From an optimization exercise on the open Yosys and OpenROAD flow, aimed at small area, a short achievable clock period and few clock cycles per item; shortcuts taken in it are not production practice. Only simulation tests tie the RTL to the original design; equivalence was not proved.

## flow/config.mk

```make
export PLATFORM = sky130hd
export DESIGN_NAME = fractal_value_noise_2d
export DESIGN_NICKNAME = fractal_value_noise_2d
export VERILOG_FILES = /design/flow/design.v
export SDC_FILE = /design/flow/constraint.sdc
export NUM_CORES = 4
export LEC_CHECK = 0
export ABC_AREA = 1
export CAP_MARGIN = 20
export CORE_MARGIN = 2
export CORE_UTILIZATION = 50
export SLEW_MARGIN = 20
```

## flow/constraint.sdc

```tcl
create_clock -name core_clock -period 16.0 [get_ports {i_clk}]
set_input_delay 3.2000 -clock core_clock [delete_from_list [all_inputs] [get_ports {i_clk}]]
set_output_delay 3.2000 -clock core_clock [all_outputs]
set_load 0.01 [all_outputs]
```

## flow/design.v

```verilog
package fvn_pkg;
    localparam int MAX_OCTAVES = 8;
    localparam int FREQ_FRAC   = 12;
    localparam int TOT_W = 35;
    localparam int SUM_W = 20;
    localparam int Q_W   = 15;    
    localparam logic [31:0] MIX_C1    = 32'h7feb352d;
    localparam logic [31:0] MIX_C2    = 32'h846ca68b;
    localparam logic [31:0] CX_OFS    = 32'h9e3779b9;
    localparam logic [31:0] CZ_OFS    = 32'h85ebca6b;
    localparam logic [31:0] SEED_STEP = 32'd1013;
    function automatic logic [31:0] mul_c1(input logic [31:0] t);
        logic [31:0] n;
        n = ~t;
        mul_c1 = t + (n << 2) + (n << 4) + (t << 6) + (t << 8) + (t << 10) + (n << 12)
               + (t << 14) + (n << 16) + (n << 18) + (n << 20) + (t << 31) + 32'h0015_1014;
    endfunction
    function automatic logic [31:0] mul_c2(input logic [31:0] t);
        logic [31:0] n;
        n = ~t;
        mul_c2 = n + (n << 2) + (t << 4) + (t << 7) + (n << 9) + (t << 11) + (t << 13)
               + (t << 15) + (n << 18) + (n << 20) + (t << 23) + (t << 26) + (t << 31)
               + 32'h0014_0205;
    endfunction
    function automatic logic [31:0] mix_a(input logic [31:0] v);
        mix_a = mul_c1(v ^ (v >> 16));
    endfunction
    function automatic logic [31:0] mix_b(input logic [31:0] v);
        logic [31:0] p;
        p = mul_c2(v ^ (v >> 15));
        mix_b = p ^ (p >> 16);
    endfunction
    function automatic logic signed [16:0] corner_value(input logic [15:0] top);
        logic [16:0] h;
        h = ({1'b0, top} + 17'd1) >> 1;
        corner_value = $signed(h - 17'd16384);
    endfunction
endpackage
module fvn_div (
    input  logic                          i_clk,
    input  logic                          i_rst_n,
    input  logic                          i_valid,
    input  logic [fvn_pkg::TOT_W-1:0]     i_total,      
    input  logic [fvn_pkg::SUM_W-1:0]     i_divisor,
    input  logic [fvn_pkg::SUM_W+1:0]     i_divisor3,   
    output logic                          o_valid,
    output logic [fvn_pkg::Q_W-1:0]       o_quot,
    output logic                          o_neg
);
    localparam int QW = fvn_pkg::Q_W;
    localparam int SW = fvn_pkg::SUM_W;
    localparam int TW = fvn_pkg::TOT_W;
    localparam int NST = 4;
    logic          r_v   [NST];
    logic          r_neg [NST];
    logic [SW-1:0] r_rem [NST];
    logic [QW-1:0] r_qd  [NST];      
    function automatic logic [SW+1:0] r4step(input logic [SW-1:0] rem, input logic [1:0] bits,
                                             input logic [SW-1:0] d, input logic [SW+1:0] d3);
        logic [SW+1:0] x;
        logic [SW+2:0] t1, t2, t3;
        logic [SW-1:0] r;
        logic [1:0]    q;
        x  = {rem, bits};
        t1 = {1'b0, x} - {3'b000, d};
        t2 = {1'b0, x} - {2'b00, d, 1'b0};
        t3 = {1'b0, x} - {1'b0, d3};
        if (!t3[SW+2])      begin q = 2'd3; r = t3[SW-1:0]; end
        else if (!t2[SW+2]) begin q = 2'd2; r = t2[SW-1:0]; end
        else if (!t1[SW+2]) begin q = 2'd1; r = t1[SW-1:0]; end
        else                begin q = 2'd0; r = x[SW-1:0];  end
        r4step = {q, r};
    endfunction
    logic [TW-1:0] mag, dvd;
    logic [SW+1:0] s0;
    logic [SW+1:0] s1a, s1b, s2a, s2b, s3a, s3b;
    assign mag = i_total[TW-1] ? TW'(-i_total) : i_total;
    assign dvd = mag + TW'(i_divisor[SW-1:1]);
    assign s0  = r4step(dvd[QW +: SW], dvd[QW-1 -: 2], i_divisor, i_divisor3);
    assign s1a = r4step(r_rem[0], r_qd[0][QW-1 -: 2], i_divisor, i_divisor3);
    assign s1b = r4step(s1a[SW-1:0], r_qd[0][QW-3 -: 2], i_divisor, i_divisor3);
    assign s2a = r4step(r_rem[1], r_qd[1][QW-1 -: 2], i_divisor, i_divisor3);
    assign s2b = r4step(s2a[SW-1:0], r_qd[1][QW-3 -: 2], i_divisor, i_divisor3);
    assign s3a = r4step(r_rem[2], r_qd[2][QW-1 -: 2], i_divisor, i_divisor3);
    assign s3b = r4step(s3a[SW-1:0], r_qd[2][QW-3 -: 2], i_divisor, i_divisor3);
    always_ff @(posedge i_clk) begin
        if (!i_rst_n) begin
            for (int s = 0; s < NST; s++) r_v[s] <= 1'b0;
        end else begin
            r_v[0] <= i_valid;
            for (int s = 1; s < NST; s++) r_v[s] <= r_v[s-1];
        end
    end
    always_ff @(posedge i_clk) begin
        r_neg[0] <= i_total[TW-1];
        for (int s = 1; s < NST; s++) r_neg[s] <= r_neg[s-1];
        r_rem[0] <= s0[SW-1:0];
        r_qd[0]  <= {dvd[QW-3:0], s0[SW+1:SW]};
        r_rem[1] <= s1b[SW-1:0];
        r_qd[1]  <= {r_qd[0][QW-5:0], s1a[SW+1:SW], s1b[SW+1:SW]};
        r_rem[2] <= s2b[SW-1:0];
        r_qd[2]  <= {r_qd[1][QW-5:0], s2a[SW+1:SW], s2b[SW+1:SW]};
        r_rem[3] <= s3b[SW-1:0];
        r_qd[3]  <= {r_qd[2][QW-5:0], s3a[SW+1:SW], s3b[SW+1:SW]};
    end
    logic [SW:0] tr, df;
    assign tr = {r_rem[3], r_qd[3][QW-1]};
    assign df = tr - {1'b0, i_divisor};
    assign o_valid = r_v[NST-1];
    assign o_quot  = {r_qd[3][QW-2:0], ~df[SW]};
    assign o_neg   = r_neg[NST-1];
endmodule
module fvn_mul #(
    parameter int AW = 16,
    parameter int BW = 16,
    parameter bit AS = 0,        
    parameter bit BS = 0,        
    parameter int OW = 32
) (
    input  logic [AW-1:0] a,
    input  logic [BW-1:0] b,
    input  logic [OW-1:0] c,
    output logic [OW-1:0] y
);
    localparam int BE = BS ? BW : BW + 1;           
    localparam int ND = (BE + 1) / 2;               
    localparam int BX = 2 * ND;
    localparam int W  = AW + 2;                     
    logic [BX:0]  bx;                               
    logic [W-1:0] ae;                               
    logic [OW-1:0] rows [ND];
    logic [OW-1:0] negs;
    logic [OW-1:0] kc;
    always_comb begin
        bx = '0;
        for (int i = 0; i < BX; i++)
            bx[i+1] = (i < BW) ? b[i] : (BS ? b[BW-1] : 1'b0);
        for (int i = 0; i < W; i++)
            ae[i] = (i < AW) ? a[i] : (AS ? a[AW-1] : 1'b0);
    end
    always_comb begin
        negs = '0;
        kc   = '0;
        for (int j = 0; j < ND; j++) begin
            logic one, two, neg, s;
            logic [W-1:0] pp;
            logic [OW+2*ND+W:0] wide;
            one = bx[2*j+1] ^ bx[2*j];
            two = (bx[2*j+2] & ~bx[2*j+1] & ~bx[2*j]) | (~bx[2*j+2] & bx[2*j+1] & bx[2*j]);
            neg = bx[2*j+2];
            for (int i = 0; i < W; i++)
                pp[i] = ((one & ae[i]) | (two & ((i > 0) ? ae[i-1] : 1'b0))) ^ neg;
            s = pp[W-1];
            wide = '0;
            wide[W-1:0] = {~s, pp[W-2:0]};
            wide = wide << (2 * j);
            rows[j] = wide[OW-1:0];
            if (2 * j < OW) negs[2*j] = neg;
            kc = kc - (OW'(1) << (W - 1 + 2 * j));
        end
    end
    always_comb begin
        logic [OW-1:0] acc;
        acc = c + kc + negs;
        for (int j = 0; j < ND; j++) acc = acc + rows[j];
        y = acc;
    end
endmodule
module fvn_bmulp #(
    parameter int AW = 32,
    parameter bit AS = 0,        
    parameter int ND = 8,
    parameter int OW = 48
) (
    input  logic [AW-1:0] a,
    input  logic [ND-1:0] one,
    input  logic [ND-1:0] two,
    input  logic [ND-1:0] neg,
    input  logic [OW-1:0] c,
    output logic [OW-1:0] y
);
    localparam int W = AW + 2;
    logic [OW-1:0] rows [ND];
    logic [OW-1:0] negs;
    logic [OW-1:0] kc;
    always_comb begin
        negs = '0;
        kc   = '0;
        for (int j = 0; j < ND; j++) begin
            logic [W-1:0] ae, pp;
            logic [OW+2*ND+W:0] wide;
            for (int i = 0; i < W; i++) ae[i] = (i < AW) ? a[i] : (AS ? a[AW-1] : 1'b0);
            for (int i = 0; i < W; i++)
                pp[i] = ((one[j] & ae[i]) | (two[j] & ((i > 0) ? ae[i-1] : 1'b0))) ^ neg[j];
            wide = '0;
            wide[W-1:0] = {~pp[W-1], pp[W-2:0]};
            wide = wide << (2 * j);
            rows[j] = wide[OW-1:0];
            if (2 * j < OW) negs[2*j] = neg[j];
            kc = kc - (OW'(1) << (W - 1 + 2 * j));
        end
    end
    always_comb begin
        logic [OW-1:0] acc;
        acc = c + kc + negs;
        for (int j = 0; j < ND; j++) acc = acc + rows[j];
        y = acc;
    end
endmodule
module fractal_value_noise_2d (
    input  logic               i_clk,
    input  logic               i_rst_n,
    input  logic               psel,
    input  logic               penable,
    input  logic               pwrite,
    input  logic [3:0]         paddr,
    input  logic [31:0]        pwdata,
    output logic [31:0]        prdata,
    output logic               pready,
    input  logic               i_in_valid,
    output logic               o_in_ready,
    input  logic signed [31:0] i_x_coord,
    input  logic signed [31:0] i_z_coord,
    output logic               o_out_valid,
    input  logic               i_out_ready,
    output logic signed [15:0] o_noise_value
);
    localparam int FD  = 10;     
    localparam int FAW = 4;      
    logic [31:0] r_seed;
    logic [3:0]  r_oct;
    logic [15:0] r_pers;
    logic [15:0] r_lac;
    logic cfg_wr;
    assign pready = 1'b1;
    assign cfg_wr = psel & penable & pwrite;
    always_comb begin
        case (paddr[3:2])
            2'd0:    prdata = r_seed;
            2'd1:    prdata = {28'd0, r_oct};
            2'd2:    prdata = {16'd0, r_pers};
            default: prdata = {16'd0, r_lac};
        endcase
    end
    always_ff @(posedge i_clk) begin
        if (!i_rst_n) begin
            r_seed <= 32'd0;
            r_oct  <= 4'd4;
            r_pers <= 16'd32768;
            r_lac  <= 16'd8192;
        end else if (cfg_wr) begin
            case (paddr[3:2])
                2'd0:    r_seed <= pwdata;
                2'd1:    r_oct  <= pwdata[3:0];
                2'd2:    r_pers <= pwdata[15:0];
                default: r_lac  <= pwdata[15:0];
            endcase
        end
    end
    logic [2:0] last_idx;
    always_comb begin
        if (r_oct[3])           last_idx = 3'd7;
        else if (r_oct == 4'd0) last_idx = 3'd0;
        else                    last_idx = 3'(r_oct - 4'd1);
    end
    function automatic logic [15:0] booth_one(input logic [31:0] v);
        logic [32:0] b;
        b = {v, 1'b0};
        for (int j = 0; j < 16; j++) booth_one[j] = b[2*j+1] ^ b[2*j];
    endfunction
    function automatic logic [15:0] booth_two(input logic [31:0] v);
        logic [32:0] b;
        b = {v, 1'b0};
        for (int j = 0; j < 16; j++)
            booth_two[j] = (b[2*j+2] & ~b[2*j+1] & ~b[2*j]) | (~b[2*j+2] & b[2*j+1] & b[2*j]);
    endfunction
    function automatic logic [15:0] booth_neg(input logic [31:0] v);
        for (int j = 0; j < 16; j++) booth_neg[j] = v[2*j+1];
    endfunction
    logic               r0_v, r0_first, r0_last;
    logic [2:0]         r0_idx;
    logic [15:0]        r0_x1, r0_x2, r0_xn, r0_z1, r0_z2, r0_zn;    
    logic [31:0]        r0_freq;
    logic               r_rdy;
    logic [FAW:0]       r_cnt;        
    logic        in_acc, out_acc, more;
    logic        n0_v, n0_last;
    logic [FAW:0] n_cnt;
    logic [47:0] fprod;
    logic [31:0] freq_next;
    assign in_acc  = i_in_valid & r_rdy;
    assign more    = r0_v & ~r0_last;
    fvn_mul #(.AW(32), .BW(16), .AS(0), .BS(0), .OW(48)) u_fq (
        .a(r0_freq), .b(r_lac), .c(48'd0), .y(fprod));
    assign freq_next = (fprod[47:44] != 4'd0) ? 32'hFFFF_FFFF : fprod[43:12];
    always_comb begin
        n0_v    = more | in_acc;
        n0_last = more ? (r0_idx + 3'd1 == last_idx) : (last_idx == 3'd0);
        n_cnt   = r_cnt + (in_acc ? 1'b1 : 1'b0) - (out_acc ? 1'b1 : 1'b0);
    end
    always_ff @(posedge i_clk) begin
        if (!i_rst_n) begin
            r0_v  <= 1'b0;
            r_cnt <= '0;
            r_rdy <= 1'b0;
        end else begin
            r0_v  <= n0_v;
            r_cnt <= n_cnt;
            r_rdy <= !(n0_v && !n0_last) && (n_cnt < (FAW+1)'(FD));
        end
    end
    always_ff @(posedge i_clk) begin
        r0_last <= n0_last;
        if (more) begin
            r0_idx   <= r0_idx + 3'd1;
            r0_first <= 1'b0;
            r0_freq  <= freq_next;
        end else begin
            r0_idx   <= 3'd0;
            r0_first <= 1'b1;
            r0_freq  <= 32'd4096;
            r0_x1    <= booth_one(i_x_coord);
            r0_x2    <= booth_two(i_x_coord);
            r0_xn    <= booth_neg(i_x_coord);
            r0_z1    <= booth_one(i_z_coord);
            r0_z2    <= booth_two(i_z_coord);
            r0_zn    <= booth_neg(i_z_coord);
        end
    end
    logic        r2_first, r2_last;
    logic [2:0]  r2_idx;
    logic [31:0] r2_ax0, r2_az0;
    logic [15:0] r2_fx, r2_fz;
    logic [59:0] px, pz;
    fvn_bmulp #(.AW(32), .ND(16), .OW(60)) u_mx (
        .a(r0_freq), .one(r0_x1), .two(r0_x2), .neg(r0_xn),
        .c({fvn_pkg::CX_OFS, 28'd0}), .y(px));
    fvn_bmulp #(.AW(32), .ND(16), .OW(60)) u_mz (
        .a(r0_freq), .one(r0_z1), .two(r0_z2), .neg(r0_zn),
        .c({fvn_pkg::CZ_OFS, 28'd0}), .y(pz));
    always_ff @(posedge i_clk) begin
        r2_first <= r0_first; r2_last <= r0_last; r2_idx <= r0_idx;
        r2_ax0 <= px[59:28];
        r2_az0 <= pz[59:28];
        r2_fx  <= px[27:12];
        r2_fz  <= pz[27:12];
    end
    logic        r3_first, r3_last;
    logic [2:0]  r3_idx;
    logic [31:0] r3_mx0, r3_mx1, r3_az0, r3_az1;
    logic [31:0] r3_sqx, r3_sqz;
    logic [15:0] r3_fx, r3_fz;
    function automatic logic [31:0] square16(input logic [15:0] t);
        logic [31:0] acc;
        acc = '0;
        for (int i = 0; i < 16; i++) acc[2*i] = t[i];
        for (int i = 0; i < 15; i++)
            acc = acc + ((t[i] ? (32'(t) >> (i + 1)) : 32'd0) << (2 * i + 2));
        square16 = acc;
    endfunction
    always_ff @(posedge i_clk) begin
        r3_first <= r2_first; r3_last <= r2_last; r3_idx <= r2_idx;
        r3_mx0 <= fvn_pkg::mix_a(r2_ax0);
        r3_mx1 <= fvn_pkg::mix_a(r2_ax0 + 32'd1);
        r3_az0 <= r2_az0;
        r3_az1 <= r2_az0 + 32'd1;
        r3_sqx <= square16(r2_fx);
        r3_sqz <= square16(r2_fz);
        r3_fx  <= r2_fx;
        r3_fz  <= r2_fz;
    end
    logic        r4_first, r4_last;
    logic [31:0] r4_mx0, r4_mx1, r4_mz0, r4_mz1, r4_os;
    logic [15:0] r4_t3x, r4_t3z;
    logic [19:0] r4_px, r4_pz;
    function automatic logic [15:0] fade_t3(input logic [31:0] sq, input logic [15:0] t);
        logic [31:0] p;
        p = sq[31:16] * t;
        fade_t3 = p[31:16];
    endfunction
    function automatic logic [19:0] fade_p(input logic [31:0] sq, input logic [15:0] t);
        logic [34:0] s6;
        logic [20:0] p;
        s6 = {1'b0, sq, 2'b00} + {2'b00, sq, 1'b0};
        p  = 21'(s6[34:16]) - 21'({t, 4'b0000} - {4'b0000, t}) + 21'd655360;
        fade_p = p[19:0];
    endfunction
    always_ff @(posedge i_clk) begin
        r4_first <= r3_first; r4_last <= r3_last;
        r4_mx0 <= fvn_pkg::mix_b(r3_mx0);
        r4_mx1 <= fvn_pkg::mix_b(r3_mx1);
        r4_mz0 <= fvn_pkg::mix_a(r3_az0);
        r4_mz1 <= fvn_pkg::mix_a(r3_az1);
        r4_t3x <= fade_t3(r3_sqx, r3_fx);
        r4_t3z <= fade_t3(r3_sqz, r3_fz);
        r4_px  <= fade_p(r3_sqx, r3_fx);
        r4_pz  <= fade_p(r3_sqz, r3_fz);
        r4_os  <= r_seed + 32'(r3_idx) * fvn_pkg::SEED_STEP;
    end
    logic        r5_first, r5_last;
    logic [31:0] r5_g0, r5_g1, r5_mz0, r5_mz1;
    logic [16:0] r5_sx, r5_sz;
    function automatic logic [16:0] fade_s(input logic [15:0] t3, input logic [19:0] p);
        logic [35:0] f;
        f = t3 * p;
        fade_s = (f[35:16] > 20'd65536) ? 17'd65536 : f[32:16];
    endfunction
    always_ff @(posedge i_clk) begin
        r5_first <= r4_first; r5_last <= r4_last;
        r5_g0  <= fvn_pkg::mix_a(r4_os ^ r4_mx0);
        r5_g1  <= fvn_pkg::mix_a(r4_os ^ r4_mx1);
        r5_mz0 <= fvn_pkg::mix_b(r4_mz0);
        r5_mz1 <= fvn_pkg::mix_b(r4_mz1);
        r5_sx  <= fade_s(r4_t3x, r4_px);
        r5_sz  <= fade_s(r4_t3z, r4_pz);
    end
    logic        r6_first, r6_last;
    logic [31:0] r6_g0, r6_g1, r6_mz0, r6_mz1;
    logic [16:0] r6_sx, r6_sz;
    always_ff @(posedge i_clk) begin
        r6_first <= r5_first; r6_last <= r5_last;
        r6_g0  <= fvn_pkg::mix_b(r5_g0);
        r6_g1  <= fvn_pkg::mix_b(r5_g1);
        r6_mz0 <= r5_mz0;
        r6_mz1 <= r5_mz1;
        r6_sx  <= r5_sx;
        r6_sz  <= r5_sz;
    end
    logic        r7_first, r7_last;
    logic [31:0] r7_h00, r7_h10, r7_h01, r7_h11;
    logic [16:0] r7_sx, r7_sz;
    always_ff @(posedge i_clk) begin
        r7_first <= r6_first; r7_last <= r6_last;
        r7_h00 <= fvn_pkg::mix_a(r6_g0 ^ r6_mz0);
        r7_h10 <= fvn_pkg::mix_a(r6_g1 ^ r6_mz0);
        r7_h01 <= fvn_pkg::mix_a(r6_g0 ^ r6_mz1);
        r7_h11 <= fvn_pkg::mix_a(r6_g1 ^ r6_mz1);
        r7_sx  <= r6_sx;
        r7_sz  <= r6_sz;
    end
    logic        r7b_first, r7b_last;
    logic [15:0] r7b_t00, r7b_t10, r7b_t01, r7b_t11;
    logic [16:0] r7b_sx, r7b_sz;
    function automatic logic [15:0] mix_top(input logic [31:0] v);
        logic [31:0] p;
        p = fvn_pkg::mul_c2(v ^ (v >> 15));
        mix_top = p[31:16];
    endfunction
    always_ff @(posedge i_clk) begin
        r7b_first <= r7_first; r7b_last <= r7_last;
        r7b_t00 <= mix_top(r7_h00);
        r7b_t10 <= mix_top(r7_h10);
        r7b_t01 <= mix_top(r7_h01);
        r7b_t11 <= mix_top(r7_h11);
        r7b_sx  <= r7_sx;
        r7b_sz  <= r7_sz;
    end
    logic               r8_first, r8_last;
    logic signed [16:0] r8_c00, r8_c01;
    logic signed [17:0] r8_d0, r8_d1;
    logic [16:0]        r8_sx, r8_sz;
    logic signed [16:0] c00, c10, c01, c11;
    assign c00 = fvn_pkg::corner_value(r7b_t00);
    assign c10 = fvn_pkg::corner_value(r7b_t10);
    assign c01 = fvn_pkg::corner_value(r7b_t01);
    assign c11 = fvn_pkg::corner_value(r7b_t11);
    always_ff @(posedge i_clk) begin
        r8_first <= r7b_first; r8_last <= r7b_last;
        r8_c00 <= c00;
        r8_c01 <= c01;
        r8_d0  <= 18'(c10) - 18'(c00);
        r8_d1  <= 18'(c11) - 18'(c01);
        r8_sx  <= r7b_sx;
        r8_sz  <= r7b_sz;
    end
    function automatic logic signed [16:0] lerp_d(input logic signed [16:0] a,
                                                  input logic signed [17:0] d,
                                                  input logic [16:0] f);
        logic signed [35:0] x;
        x = (36'(a) <<< 16) + 36'(d) * $signed({19'd0, f});
        lerp_d = x[32:16];
    endfunction
    logic               r9_first, r9_last;
    logic signed [16:0] r9_r0, r9_r1;
    logic [16:0]        r9_sz;
    always_ff @(posedge i_clk) begin
        r9_first <= r8_first; r9_last <= r8_last;
        r9_r0 <= lerp_d(r8_c00, r8_d0, r8_sx);
        r9_r1 <= lerp_d(r8_c01, r8_d1, r8_sx);
        r9_sz <= r8_sz;
    end
    logic               r11_first, r11_last;
    logic signed [16:0] r11_val;
    always_ff @(posedge i_clk) begin
        r11_first <= r9_first; r11_last <= r9_last;
        r11_val <= lerp_d(r9_r0, 18'(r9_r1) - 18'(r9_r0), r9_sz);
    end
    logic signed [fvn_pkg::TOT_W-1:0] r_total;
    logic [fvn_pkg::SUM_W-1:0]        r_asum, r_div_d;
    logic [fvn_pkg::SUM_W+1:0]        r_div_d3;
    logic [15:0]                      r_amp;
    logic                             r_acc_done;
    logic [31:0]                      amp_p;
    logic signed [fvn_pkg::TOT_W-1:0] tot_acc, tot_next;
    logic [fvn_pkg::SUM_W-1:0]        asum_next;
    logic r2_v, r3_v, r4_v, r5_v, r6_v, r7_v, r7b_v, r8_v, r9_v, r11_v;
    logic [8:0] r_amp1, r_amp2, r_ampn;       
    logic [15:0] amp_next;
    function automatic logic [26:0] booth_u16(input logic [15:0] v);
        logic [18:0] b;
        logic [8:0]  one, two, neg;
        b = {2'b00, v, 1'b0};
        for (int j = 0; j < 9; j++) begin
            one[j] = b[2*j+1] ^ b[2*j];
            two[j] = (b[2*j+2] & ~b[2*j+1] & ~b[2*j]) | (~b[2*j+2] & b[2*j+1] & b[2*j]);
            neg[j] = b[2*j+2];
        end
        booth_u16 = {one, two, neg};
    endfunction
    fvn_bmulp #(.AW(17), .AS(1), .ND(9), .OW(fvn_pkg::TOT_W)) u_acc (
        .a(r11_val), .one(r_amp1), .two(r_amp2), .neg(r_ampn), .c(r_total), .y(tot_acc));
    assign amp_next  = r11_first ? r_pers : amp_p[31:16];
    assign tot_next  = r11_first ? (35'(r11_val) <<< 16) : tot_acc;
    fvn_mul #(.AW(16), .BW(16), .AS(0), .BS(0), .OW(32)) u_amp (
        .a(r_amp), .b(r_pers), .c(32'd0), .y(amp_p));
    assign asum_next = r11_first ? fvn_pkg::SUM_W'(65536) : r_asum + fvn_pkg::SUM_W'(r_amp);
    always_ff @(posedge i_clk) begin
        if (!i_rst_n) begin
            r2_v <= 1'b0; r3_v <= 1'b0; r4_v <= 1'b0; r5_v <= 1'b0;
            r6_v <= 1'b0; r7_v <= 1'b0; r7b_v <= 1'b0; r8_v <= 1'b0; r9_v <= 1'b0;
            r11_v <= 1'b0;
            r_acc_done <= 1'b0;
        end else begin
            r2_v <= r0_v; r3_v <= r2_v; r4_v <= r3_v; r5_v <= r4_v;
            r6_v <= r5_v; r7_v <= r6_v; r7b_v <= r7_v; r8_v <= r7b_v; r9_v <= r8_v;
            r11_v <= r9_v;
            r_acc_done <= r11_v & r11_last;
        end
    end
    always_ff @(posedge i_clk) begin
        if (r11_v) begin
            r_total <= tot_next;
            r_asum  <= asum_next;
            r_amp   <= amp_next;
            {r_amp1, r_amp2, r_ampn} <= booth_u16(amp_next);
            if (r11_last) begin
                r_div_d  <= asum_next;
                r_div_d3 <= (fvn_pkg::SUM_W+2)'(asum_next) + {1'b0, asum_next, 1'b0};
            end
        end
    end
    logic                      dv_v, dv_neg;
    logic [fvn_pkg::Q_W-1:0]   dv_q;
    logic [15:0]               q_clamp;
    logic signed [15:0]        res;
    fvn_div u_div (
        .i_clk      (i_clk),
        .i_rst_n    (i_rst_n),
        .i_valid    (r_acc_done),
        .i_total    (r_total),
        .i_divisor  (r_div_d),
        .i_divisor3 (r_div_d3),
        .o_valid    (dv_v),
        .o_quot     (dv_q),
        .o_neg      (dv_neg)
    );
    assign q_clamp = (dv_q > 15'd16384) ? 16'd16384 : {1'b0, dv_q};
    assign res     = (r_oct == 4'd0) ? 16'sd0 :
                     dv_neg ? $signed(-q_clamp) : $signed(q_clamp);
    logic [15:0]  fifo [FD];
    logic [3:0]   r_wp, r_rp;
    logic [FAW:0] r_occ;
    assign o_out_valid   = (r_occ != '0);
    assign out_acc       = o_out_valid & i_out_ready;
    assign o_noise_value = fifo[r_rp];
    assign o_in_ready    = r_rdy;
    always_ff @(posedge i_clk) begin
        if (!i_rst_n) begin
            r_wp  <= '0;
            r_rp  <= '0;
            r_occ <= '0;
        end else begin
            if (dv_v)    r_wp <= (r_wp == 4'(FD - 1)) ? 4'd0 : r_wp + 4'd1;
            if (out_acc) r_rp <= (r_rp == 4'(FD - 1)) ? 4'd0 : r_rp + 4'd1;
            r_occ <= r_occ + (dv_v ? 1'b1 : 1'b0) - (out_acc ? 1'b1 : 1'b0);
        end
    end
    always_ff @(posedge i_clk) begin
        if (dv_v) fifo[r_wp] <= res;
    end
endmodule
```

## flow/flow/run.sh

```bash
#!/bin/bash
set -euo pipefail
bash standard.sh SETUP_SLACK_MARGIN=8.5 finish > flow_standard.log 2>&1
```

## flow/standard.sh

```bash
#!/bin/bash
# synth_recipe.tcl (not shown) runs the flow's synth.tcl, then flattens the netlist and writes it again
# the make line also repeats each setting of config.mk as NAME=value (left out here)
make -C /OpenROAD-flow-scripts/flow DESIGN_CONFIG=/design/flow/config.mk WORK_HOME=/design/flow/orfs CLKGATE_MAP_FILE= SYNTH_SCRIPT=/design/flow/synth_recipe.tcl "${@:-finish}"
```

==> flow_metrics.env, run 1 <==
export IMPL_run_status="complete, no violations"
export IMPL_initial_core_util=0.501
export IMPL_antenna_found_initial=24
export IMPL_worstSetupPathType="input pin to primary output"
export IMPL_numCtsBuffers=240
export IMPL_holdPathStages=0
export IMPL_setup_viol=0
export IMPL_synth_top_family_by_area="adder cells"
export IMPL_detailed_route_wire_length_um=1090000
export IMPL_postSynth_topFlopCell="sky130_fd_sc_hd__dfxtp_1"
export IMPL_clock_skew_final_ns=0.155
export IMPL_detail_route_vias_per_cell=5.44
export IMPL_crit_arrival_ns=4.29
export IMPL_min_clock_period_post_route_ns=7.49
export IMPL_worstMarginPinSlew_ns=1.17
export IMPL_fin_hold_ws_ns=0.283
export IMPL_number_of_global_route_vias_before_repair=301000
export IMPL_critPathMaxFanout=5
export IMPL_mostFrequentLayoutCell="sky130_fd_sc_hd__inv_1"
export IMPL_drv_max_cap_violation_count=0
export IMPL_syn_area_per_cell_sq_um=8.78
export IMPL_post_synth_instance_area_sq_um=373000
export IMPL_dp_hpwl_um=863000
export IMPL_yosys_warnings=14
export IMPL_clk_latency_ns=1.17
export IMPL_clock_fmax_mhz=133
export IMPL_wire_length_of_the_first_global_routing_pass_um=1710000
export IMPL_antenna_left=0
export IMPL_final_max_slew_viol_count=0
export IMPL_drt_iter0_markers=21100
export IMPL_ff2ff_setup_slack_ns=8.59
export IMPL_synth_fa_ha_area_frac=0.488
export IMPL_cts_tree="yes"
export IMPL_r2r_end="r2_az0[23]"
export IMPL_synthArstFlopShare=0
export IMPL_synth_edf_count=383
export IMPL_area_sequential_sq_um=44000
export IMPL_number_of_iterations_in_the_first_detailed_routing_pass=9
export IMPL_required_ns=12.80
export IMPL_net_total_in_the_final_layout=52900
export IMPL_gp_congestion=0.978
export IMPL_via_count=284000
export IMPL_placed_cell_area_sq_um=386000
export IMPL_core_region_area_sq_um=744000
export IMPL_slowest_stage="sky130_fd_sc_hd__a21oi_1"
export IMPL_buffer_ports_inserted=154
export IMPL_synth_sequential_area_ratio=0.118
export IMPL_synth_ff_latch_count=2001
export IMPL_layout_drive_gt1_share=0.0434
export IMPL_fill_cells=69400
export IMPL_floorplan_rows=317
export IMPL_die_height_um=867
export IMPL_cts_sink_count=2001
export IMPL_type_of_the_tightest_min_delay_check="register to register"
export IMPL_globalRouteTotalUtil=0.289
export IMPL_hold_path_endpoint="r6_mz1[9]"
export IMPL_worst_setup_hold_path_clk_slew_ns=0.06
export IMPL_cpMostUsedCell="sky130_fd_sc_hd__buf_2"
export IMPL_finalSetupTns_ns=0
export IMPL_start_kind="input pin"
export IMPL_root_buffer="sky130_fd_sc_hd__clkbuf_16"
export IMPL_slew_limit_headroom=0.219
export IMPL_max_stage_delay_ns=0.22
export IMPL_layout_worst_path_cycle_share=0.468
export IMPL_holdCritStartpoint="r5_mz1[9]"
export IMPL_cts_htree_levels=4
export IMPL_multi_input_comb_area_sq_um=287000
export IMPL_routed_wire_length_per_instance_um=20.8
export IMPL_total_gr_overflow=0
export IMPL_route_detailed_drc=0
export IMPL_critical_path_cell_chain="buf_2, inv_2, buf_4, nand2_2, o21ai_0, a21oi_1, o21ai_1, buf_2"
export IMPL_muxShareOfSynthArea=0.00231
export IMPL_cts_path_max_buffers=4
export IMPL_setup_repair_after_global_routing_missed_its_margin="yes"
export IMPL_rr_startpoint="r0_freq[3]"
export IMPL_setup_slack_ns=8.51
export IMPL_pin_count=158
export IMPL_grt_max_degree=73
export IMPL_die_area_sq_um=752000
export IMPL_layout_cells_most_common_list="9,849 x sky130_fd_sc_hd__inv_1, 6,530 x sky130_fd_sc_hd__fa_1, 5,662 x sky130_fd_sc_hd__nand2_1"
export IMPL_worst_r2r_path_depth=21
export IMPL_simple_gate_fraction_of_synth_area=0.0979
export IMPL_hold_violations=0
export IMPL_mappedNetlistNets=53100
export IMPL_cp_end_kind="primary output"
export IMPL_synth_cell_type_count=80
export IMPL_dp_slack_ns=6.98
export IMPL_fraction_of_the_mapped_netlist_area_in_compound_gates=0.0845
export IMPL_syn_to_final_growth_pct=6.62
export IMPL_layout_cell_area_non_filler_sq_um=397000
export IMPL_floorplan_die_width_um=867
export IMPL_syn_instance_count=42400
export IMPL_post_synth_xor_area_fraction=0.0941
==> cells in the mapped netlist, types with 49 or more instances <==
master                     instances  area (sq um)
sky130_fd_sc_hd__inv_1          9890         37100
sky130_fd_sc_hd__fa_1           6544        131000
sky130_fd_sc_hd__nand2_1        5690         21400
sky130_fd_sc_hd__ha_1           4062         50800
sky130_fd_sc_hd__xor2_1         2842         24900
sky130_fd_sc_hd__a21oi_1        1925          9630
sky130_fd_sc_hd__dfxtp_1        1618         32400
sky130_fd_sc_hd__nor2_1         1560          5860
sky130_fd_sc_hd__o22ai_1        1481          9270
sky130_fd_sc_hd__clkbuf_1       1193          4480
sky130_fd_sc_hd__xnor2_1        1155         10100
sky130_fd_sc_hd__o21ai_0        1008          5040
sky130_fd_sc_hd__nand3_1         814          4070
sky130_fd_sc_hd__edfxtp_1        383         11500
sky130_fd_sc_hd__nand4_1         275          1720
sky130_fd_sc_hd__nor3_1          218          1090
sky130_fd_sc_hd__a31oi_1         147           920
sky130_fd_sc_hd__o211ai_1        145          1090
sky130_fd_sc_hd__buf_1           138           518
sky130_fd_sc_hd__a21o_1          132           991
sky130_fd_sc_hd__o21bai_1         99           743
sky130_fd_sc_hd__or2_2            93           582
sky130_fd_sc_hd__nor4_1           89           557
sky130_fd_sc_hd__o21a_1           86           646
sky130_fd_sc_hd__inv_2            82           308
sky130_fd_sc_hd__o21ai_1          63           315
sky130_fd_sc_hd__a21boi_0         51           383
sky130_fd_sc_hd__mux2i_1          49           490
==> logic make-up after synthesis <==
logic type | Yosys count
buffers and inverters | 11400
AND/OR/NAND/NOR | 8899
AO/OA/AOI/OAI | 5429
flip-flops | 2001
adder cells (fa/ha/maj) | 10600
XOR/XNOR | 4000
multiplexers | 82
other | 1
==> final cells by class <==
| class | instances | area share |
|---|---|---|
| clock inverters | 136 | 0.00419 |
| flip-flops and latches | 2001 | 0.111 |
| well taps | 9889 | 0.0311 |
| repair inverters | 5 | 0.0000882 |
| repair buffers | 920 | 0.0194 |
| clock buffers | 312 | 0.0173 |
| inverters | 10000 | 0.0951 |
| multi-input cells | 29000 | 0.722 |
| diodes | 19 | 0.000120 |
==> layer usage <==
layer / GRT usage / part of all wire / up-vias
met3: 0.0430 / 0.071 / 2366
met1: 0.382 / 0.42 / 141000
met2: 0.483 / 0.47 / 10500
li1: - / - / 130000
met5: 0 / 0.000048 / -
met4: 0.109 / 0.044 / 8
==> what timing repair did <==
item                       4_1_cts  5_1_grt
gates resized for setup        227      335
setup buffers                   22       74
cloned                           3        3
setup endpoints to repair      163      265
pin swaps                       10       73
hold buffers                     0        0
==> flip-flops by register name (all words and copies together), names as in the netlist, 35 cells and up, named ones only <==
register / cells
fifo: 160
u_div.r_rem: 80
u_div.r_qd: 60
r_total: 35
==> worst max-delay path, delay by kind of cell <==
kind | cells | cell delay, ns
buffers and inverters | 4 | 0.52
AO/OA/AOI/OAI | 3 | 0.44
AND/OR/NAND/NOR | 1 | 0.12
==> worst max-delay path by stage <==
stage	from	depth (start not counted)	end	slack, ns
floorplan	paddr[3]	6	prdata[0]	8.66
global placement	paddr[2]	5	prdata[13]	7.02
detailed placement	paddr[2]	5	prdata[13]	6.98
CTS	paddr[2]	6	prdata[13]	8.35
global route	r9_r0[0]	38	r11_val[13]	8.39
finish	paddr[3]	8	prdata[3]	8.51
==> through the flow <==
step / std cells / utilization
2_1_floorplan: 42400 / -
3_3_place_gp: 51700 / 0.519
3_5_place_dp: 51700 / 0.519
4_1_cts: 52200 / 0.532
5_1_grt: 52300 / 0.534
6_report: 52300 / 0.534
Testbench counts, summed over its fixed seeds: cycles 4,384, items 768.
==> inputs of run 2 (changes only) <==
--- a/flow/config.mk
+++ b/flow/config.mk
@@ -8,5 +8,5 @@
 export ABC_AREA = 1
 export CAP_MARGIN = 20
 export CORE_MARGIN = 2
-export CORE_UTILIZATION = 50
+export CORE_UTILIZATION = 60
 export SLEW_MARGIN = 20
==> run 2 against run 1 <==
Count of clock-buffer cells in the layout fell by 23. Setup slack improved by 0.069 ns. Highest routed layer unchanged. Hold slack better by 0.010 ns. Still clean. Clock skew decreased by 0.028 ns. Critical path depth shrank 1. Sequential share of layout area increased by 0.059 points. Global-route usage up 5.3 points. Critical path type unchanged.
==> flow_metrics.env, run 2 <==
export IMPL_run_status="complete, no violations"
export IMPL_detail_route_vias_per_cell=5.62
export IMPL_clk_latency_ns=1.07
export IMPL_floorplan_rows=289
export IMPL_number_of_iterations_in_the_first_detailed_routing_pass=9
export IMPL_synthArstFlopShare=0
export IMPL_clock_fmax_mhz=135
export IMPL_start_kind="input pin"
export IMPL_layout_cells_most_common_list="9,848 x sky130_fd_sc_hd__inv_1, 6,524 x sky130_fd_sc_hd__fa_1, 5,675 x sky130_fd_sc_hd__nand2_1"
export IMPL_layout_drive_gt1_share=0.0438
export IMPL_antenna_found_initial=19
export IMPL_critPathMaxFanout=6
export IMPL_type_of_the_tightest_min_delay_check="register to register"
export IMPL_mappedNetlistNets=53100
export IMPL_die_area_sq_um=627000
export IMPL_synth_sequential_area_ratio=0.118
export IMPL_syn_instance_count=42400
export IMPL_route_detailed_drc=0
export IMPL_dp_slack_ns=7.23
export IMPL_cts_sink_count=2001
export IMPL_grt_most_used_layer="met2"
export IMPL_post_synth_top_area_cell="sky130_fd_sc_hd__fa_1"
export IMPL_globalRouteMet1Util=0.453
export IMPL_synth_ff_latch_count=2001
export IMPL_routed_wire_length_per_instance_um=21.0
export IMPL_pin_count=158
export IMPL_wire_length_of_the_first_global_routing_pass_um=1690000
export IMPL_numCtsBuffers=229
export IMPL_total_gr_overflow=0
export IMPL_gr_usage_met2=0.571
export IMPL_worstMarginPinSlew_ns=1.29
export IMPL_hold_violations=0
export IMPL_via_count=285000
export IMPL_layout_cell_area_non_filler_sq_um=395000
export IMPL_cts_path_max_buffers=4
export IMPL_synth_edf_count=383
export IMPL_fin_hold_ws_ns=0.293
export IMPL_required_ns=12.80
export IMPL_cts_tree="yes"
export IMPL_post_synth_top_count_cell="sky130_fd_sc_hd__inv_1"
export IMPL_clock_skew_final_ns=0.128
export IMPL_yosys_warnings=14
export IMPL_post_synth_instance_area_sq_um=373000
export IMPL_grt_use_met3=0.0515
export IMPL_die_height_um=792
export IMPL_drt_iter0_markers=21100
export IMPL_postSynth_topFlopCell="sky130_fd_sc_hd__dfxtp_1"
export IMPL_placed_cell_area_sq_um=385000
export IMPL_finalSetupTns_ns=0
export IMPL_reg_largest_list="fifo (160), u_div.r_rem (80), u_div.r_qd (60)"
export IMPL_mostFrequentLayoutCell="sky130_fd_sc_hd__inv_1"
export IMPL_buffer_ports_inserted=154
export IMPL_setup_repair_after_global_routing_missed_its_margin="yes"
export IMPL_synth_common_cells="9,890 x sky130_fd_sc_hd__inv_1, 6,544 x sky130_fd_sc_hd__fa_1, 5,690 x sky130_fd_sc_hd__nand2_1"
export IMPL_setup_slack_ns=8.58
export IMPL_floorplan_die_width_um=792
export IMPL_number_of_global_route_vias_before_repair=301000
export IMPL_final_max_slew_viol_count=0
export IMPL_slew_limit_headroom=0.136
export IMPL_cts_htree_levels=4
export IMPL_layout_worst_path_cycle_share=0.464
export IMPL_grt_max_degree=88
export IMPL_min_clock_period_post_route_ns=7.42
export IMPL_setup_viol=0
export IMPL_syn_to_final_growth_pct=6.04
export IMPL_worst_setup_hold_path_clk_slew_ns=0.06
export IMPL_cp_end_kind="primary output"
export IMPL_detailed_route_wire_length_um=1070000
export IMPL_root_buffer="sky130_fd_sc_hd__clkbuf_16"
export IMPL_dp_hpwl_um=855000
export IMPL_initial_core_util=0.602
export IMPL_core_region_area_sq_um=619000
export IMPL_drv_max_cap_violation_count=0
export IMPL_crit_arrival_ns=4.22
export IMPL_number_of_flip_flops_under_the_largest_register_name=160
export IMPL_registers_top_by_ff_count="fifo"
export IMPL_worstSetupPathType="input pin to primary output"
export IMPL_antenna_left=0
export IMPL_globalRouteTotalUtil=0.342
export IMPL_net_total_in_the_final_layout=52900
export IMPL_synth_cell_type_count=80
export IMPL_cts_hold_repair_buffers=0
export IMPL_ys_top_cells_by_area="sky130_fd_sc_hd__fa_1 35%, sky130_fd_sc_hd__ha_1 14%, sky130_fd_sc_hd__inv_1 10%"
export IMPL_yosys_area_top_type_share=0.352
export IMPL_syn_area_per_cell_sq_um=8.78
export IMPL_gp_congestion=0.975
run 2: cell counts after synthesis:
No cell type changed its count.
run 2: layout make-up:
class / instances / area (sq um)
antenna: 7 / 17.5
clock buffer: 289 / 6440
clock inverter: 133 / 1730
fill: 53600 / 224000
inverter: 10000 / 37800
multi-input combinational: 29000 / 287000
sequential: 2001 / 44000
tap: 8293 / 10400
timing repair buffer: 965 / 8020
timing repair inverter: 6 / 40.0
run 2: logic make-up (layout without fill, tap and decap cells):
kind of cell,Yosys count,after routing,synth area share
adders and majority gates,10600,10600,0.488
xor gates and xnor gates,4000,4000,0.0941
buffers and inverters,11400,11400,0.115
other,1,8,0.0000101
and+or+nand+nor,8899,8900,0.0979
muxes,82,82,0.00231
AOI/OAI and AO/OA,5429,5429,0.0845
DFF,2001,2001,0.118
run 2: per-stage QoR:
stage	utilization	instances
final	0.638	50700
after global routing	0.638	50700
after CTS	0.636	50600
after detailed placement	0.621	50200
after global placement	0.621	50200
after floorplan	-	42400
run 2: repair_timing:
item,in CTS,in global routing
setup endpoints to repair,172,239
buffers inserted,31,65
gates cloned,4,3
pin swaps,12,67
gates resized for setup,256,303
run 2: path summary, 6_finish.rpt:
kind,startpoint,slack (ns),endpoint,depth (start not counted)
setup reg to reg,r0_freq[13],8.61,r2_ax0[5],23
hold / removal,u_div.r_neg[1],0.29,u_div.r_neg[2],0
setup / recovery,paddr[2],8.58,prdata[19],7
hold reg to reg,u_div.r_neg[1],0.29,u_div.r_neg[2],0
run 2: layer usage:
layer,wire (um),part of all wire,up-vias
li1,-,-,130000
met3,78500,0.074,2524
met4,49900,0.047,6
met2,501000,0.47,11000
met5,41,0.000038,-
met1,438000,0.41,141000
run 2: critical path: stages:
cell	delay, ns
sky130_fd_sc_hd__buf_2	0.14
sky130_fd_sc_hd__nor2_2	0.12
sky130_fd_sc_hd__buf_6	0.16
sky130_fd_sc_hd__buf_4	0.14
sky130_fd_sc_hd__clkinvlp_4	0.11
sky130_fd_sc_hd__nor2_1	0.10
sky130_fd_sc_hd__clkdlybuf4s15_1	0.24

-- what the ideal ports hide --
The results above use ideal ports. As a check the final layouts listed here were re-extracted and re-timed, cells and wires unchanged.
Step 1 (the two cells are an assumption about what drives the block):
set clk [get_ports {i_clk}]
set_driving_cell -lib_cell sky130_fd_sc_hd__clkbuf_16 $clk
set_driving_cell -lib_cell sky130_fd_sc_hd__buf_2 [delete_from_list [all_inputs] $clk]
Step 2 adds t to the input delays and takes it off the output delays; t is the mean of the earliest and latest rising clock arrival at the registers after step 1. Input paths then give back, and output paths get back, about the clock's delay inside the block.
Three values: ideal, step 1, step 2; two values: the first two.
| run | t, ns | slack for setup (ns) | worst setup path after step 2 | worst data-port slew with drivers (ns) | cell pins on the clock port's net |
|---|---|---|---|---|---|
| run 1 | 1.196 | 8.509 / 8.478 / 8.478 | input to output | 0.10 | 1 |
| run 2 | 1.162 | 8.578 / 8.554 / 8.554 | input to output | 0.18 | 1 |
After both steps every run listed still meets setup and hold. The setup slack of run 1, which loses most, moves by -0.031 ns with the drivers and by -0.031 ns with both steps.
